Background: an optimization exercise with open tools, aiming at small area, a short achievable clock period and few clock cycles per item. Do not read the settings as production practice.

== job 101 ==
==> flow/design.v (excerpt) <==
module julia_pixel_engine #(
  parameter int H_RES    = 640,
  parameter int V_RES    = 480,
  parameter int MAX_ITER = 255,
  parameter int FRAC     = 12
) (
  input  logic        clk,
  input  logic        reset_n,
  input  logic        start,
  input  logic        abort,
  input  logic [15:0] c_re,
  input  logic [15:0] c_im,
  input  logic [15:0] re_start,
  input  logic [15:0] im_start,
  input  logic [15:0] step,
  output logic        draw,
  input  logic        draw_ready,
  output logic [9:0]  x,
  output logic [9:0]  y,
  output logic [7:0]  i,
  output logic        busy,
  output logic        frame_done
);
For scale: about 510 flip-flops, roughly 120 I/O pins.
export LEC_CHECK = 0
export CAP_MARGIN = 20
export CORE_MARGIN = 2
export CORE_UTILIZATION = 40
export PLACE_DENSITY = 0.6
export SLEW_MARGIN = 20
create_clock -name core_clock -period 11.0 [get_ports {clk}]
standard.sh (not shown) runs the stock make flow with config.mk's settings and CLKGATE_MAP_FILE= SYNTH_SCRIPT=/design/flow/synth_recipe.tcl, a recipe that flattens the netlist after the stock synthesis.
==> flow/flow/run.sh <==
#!/bin/bash
# Standard ORFS layout (the standard.sh, unchanged synthesis), with the resizer's
# setup repair aimed below the clock period: repair_timing gets a setup margin so that
# it keeps improving paths after the 11 ns constraint is met. The make output goes to
# flow_standard.log here; ORFS's own per-step logs are under orfs/logs.
set -euo pipefail
export SETUP_SLACK_MARGIN=7.6
bash standard.sh > flow_standard.log 2>&1
Modified inputs, job 102 compared to job 101
--- a/flow/design.v
+++ b/flow/design.v
@@ -247,17 +247,18 @@
   logic [17:0]   reh3;
   logic          mp3;
   logic          cap2, cap3;     
   logic [7:0]    it3;
   logic [TW-1:0] tg3;
   logic [7:0]      rb [NRES];
   logic [NRES-1:0] rv;
   logic [TW-1:0]   tag_a, tag_e;
-  logic [NRES-1:0] sb;             
+  logic [TW:0]     outst;          
+  logic            ol_q;           
   function automatic logic in_range18(input logic [17:0] v);
     in_range18 = (v[17:13] == 5'b00000) || (v[17:13] == 5'b11111) || (v == 18'd8192);
   endfunction
   function automatic logic in_range16(input logic [15:0] v);
     in_range16 = (v[15:13] == 3'b000) || (v[15:13] == 3'b111) || (v == 16'd8192);
   endfunction
   function automatic logic [TW-1:0] tag_inc(input logic [TW-1:0] t);
     tag_inc = (t == TW'(NRES - 1)) ? '0 : t + 1'b1;
@@ -2509,32 +2510,34 @@
   wire btwo7_n = assign_px ? ((1'b0 & ~1'b0 & ~ui_p[13]) | (~1'b0 & 1'b0 & ui_p[13])) : ((1'b0 & ~1'b0 & ~ui_u[13]) | (~1'b0 & 1'b0 & ui_u[13]));
   wire bneg7_n = assign_px ? si_p : si_u;
   wire bnegx7_n = assign_px ? (si_p ^ (sr_p & ((1'b0 ^ ui_p[13]) | ((1'b0 & ~1'b0 & ~ui_p[13]) | (~1'b0 & 1'b0 & ui_p[13]))))) : (si_u ^ (sr_u & ((1'b0 ^ ui_u[13]) | ((1'b0 & ~1'b0 & ~ui_u[13]) | (~1'b0 & 1'b0 & ui_u[13])))));
   assign sr_n = assign_px ? sr_p : sr_u;
   assign si_n = assign_px ? si_p : si_u;
   assign ur_n = assign_px ? ur_p : ur_u;
   assign ui_n = assign_px ? ui_p : ui_u;
   assign y_free    = ~act3 | fin;
-  assign assign_px = run & y_free & ~sb[tag_a];
+  assign assign_px = run & y_free & (outst != (TW+1)'(NRES));
   assign xfer      = draw_q & draw_ready;
   assign last_xy   = (xo == X_LAST) && (yo == Y_LAST);
   assign out_load  = run & rv[tag_e] & (~draw_q | (draw_ready & ~last_xy));
+  logic [TW:0] outst_up, outst_dn;
+  assign outst_up = outst + 1'b1;
+  assign outst_dn = outst - 1'b1;
   always_ff @(posedge clk or negedge reset_n) begin
     if (!reset_n) begin
       busy_q <= 1'b0;
       busy_o <= 1'b0;
       done_q <= 1'b0;
       draw_q <= 1'b0;
       draw_o <= 1'b0;
       act1   <= 1'b0;
       act2   <= 1'b0;
       act3   <= 1'b0;
       rv     <= '0;
-      sb     <= '0;
     end else begin
       if (!busy_o)
         busy_o <= start & ~abort;
       else
         busy_o <= ~(abort | done_q);
       if (!busy_q || abort || done_q || (draw_o && draw_ready && last_xy))
         draw_o <= 1'b0;
       else if (out_load)
@@ -2544,26 +2547,24 @@
       if (!busy_q) begin
         busy_q <= start & ~abort;
         done_q <= 1'b0;
         draw_q <= 1'b0;
         act1   <= 1'b0;
         act2   <= 1'b0;
         act3   <= 1'b0;
         rv     <= '0;
-        sb     <= '0;
       end else if (abort || done_q) begin
         busy_q <= 1'b0;
         done_q <= 1'b0;
         draw_q <= 1'b0;
         act1   <= 1'b0;
         act2   <= 1'b0;
         act3   <= 1'b0;
         rv     <= '0;
-        sb     <= '0;
       end else begin
         act1 <= assign_px | (act3 & ~fin);
         act2 <= act1;
         act3 <= act2;
         if (xfer && last_xy) begin
           done_q <= 1'b1;
           draw_q <= 1'b0;
         end else if (out_load) begin
@@ -2571,20 +2572,16 @@
         end else if (xfer) begin
           draw_q <= 1'b0;
         end
         for (int k = 0; k < NRES; k++) begin
           if (act3 && fin && tg3 == TW'(k))
             rv[k] <= 1'b1;
           else if (out_load && tag_e == TW'(k))
             rv[k] <= 1'b0;
-          if (assign_px && tag_a == TW'(k))
-            sb[k] <= 1'b1;
-          else if (out_load && tag_e == TW'(k))
-            sb[k] <= 1'b0;
         end
       end
     end
   end
   always_ff @(posedge clk) begin
     if (!busy_q) begin
       cre_q  <= c_re;
       cim_q  <= c_im;
@@ -2592,32 +2589,39 @@
       step_q <= step;
       cur_re <= re_start;
       cur_im <= im_start;
       xg     <= '0;
       xo     <= '0;
       yo     <= '0;
       tag_a  <= '0;
       tag_e  <= '0;
+      outst  <= '0;
+      ol_q   <= 1'b0;
     end else begin
       if (assign_px) begin
         tag_a <= tag_inc(tag_a);
         if (xg == X_LAST) begin
           xg     <= '0;
           cur_re <= re0_q;
           cur_im <= im_step;
         end else begin
           xg     <= xg + 10'd1;
           cur_re <= re_step;
         end
       end
       if (out_load) begin
         io    <= rb[tag_e];
         tag_e <= tag_inc(tag_e);
       end
+      ol_q <= out_load;
+      if (assign_px && !ol_q)
+        outst <= outst_up;
+      else if (ol_q && !assign_px)
+        outst <= outst_dn;
       if (xfer) begin
         if (xo == X_LAST) begin
           xo <= '0;
           yo <= yo + 10'd1;
         end else begin
           xo <= xo + 10'd1;
         end
       end
## What came out
Of job 101 and job 102, the higher final cell area excluding filler cells belongs to job 102. Between job 102 and job 101, the flip-flop and latch count figures differ only marginally. Comparing job 101 and job 102, the lower global-route usage is on job 101. sky130_fd_sc_hd__or4b_4 as the library cell contributing the largest single delay on the critical path was reported by job 102, and sky130_fd_sc_hd__o31ai_4 by job 101. Compared with job 101, in job 102 clock-buffer cell count saw an increase, number of storage elements in the synthesis netlist level, post-route core utilization increased by 0.39 points relative to the old numbers. In job 102 relative to job 101, post-placement cell count had gone up slightly.
Function was not checked in any run of this note: the RTL went through the layout flow alone.

==> what the ideal ports hide <==
The flow's constraints put no driver on any port. The routed layouts listed below were extracted and timed again, unchanged, in two steps.
Step 1 assumes that a clkbuf_16 drives the clock port and a buf_2 every other input.
Step 2 times the ports against the registers' clock, not the clock port: input delays grow and output delays shrink by t, the midpoint of the rising clock arrivals with the driver on.
Three values: ideal, step 1, step 2; two values: the first two.
run | shift t [ns] | setup WS [ns] | hold slack, ns | clock arrival spread, ns | worst register clock-pin slew, ns
job 101 | 0.695 | 7.558 / 7.554 / 7.004 | 0.323 / 0.323 / 0.323 | 0.036 / 0.036 | 0.07 / 0.07
job 102 | 0.690 | 7.478 / 7.478 / 7.086 | 0.320 / 0.320 / 0.320 | 0.043 / 0.044 | 0.07 / 0.07
After both steps every run listed still meets setup and hold. For job 101, which loses most, drivers alone change the setup slack by -0.004 ns; drivers and shift together by -0.554 ns.
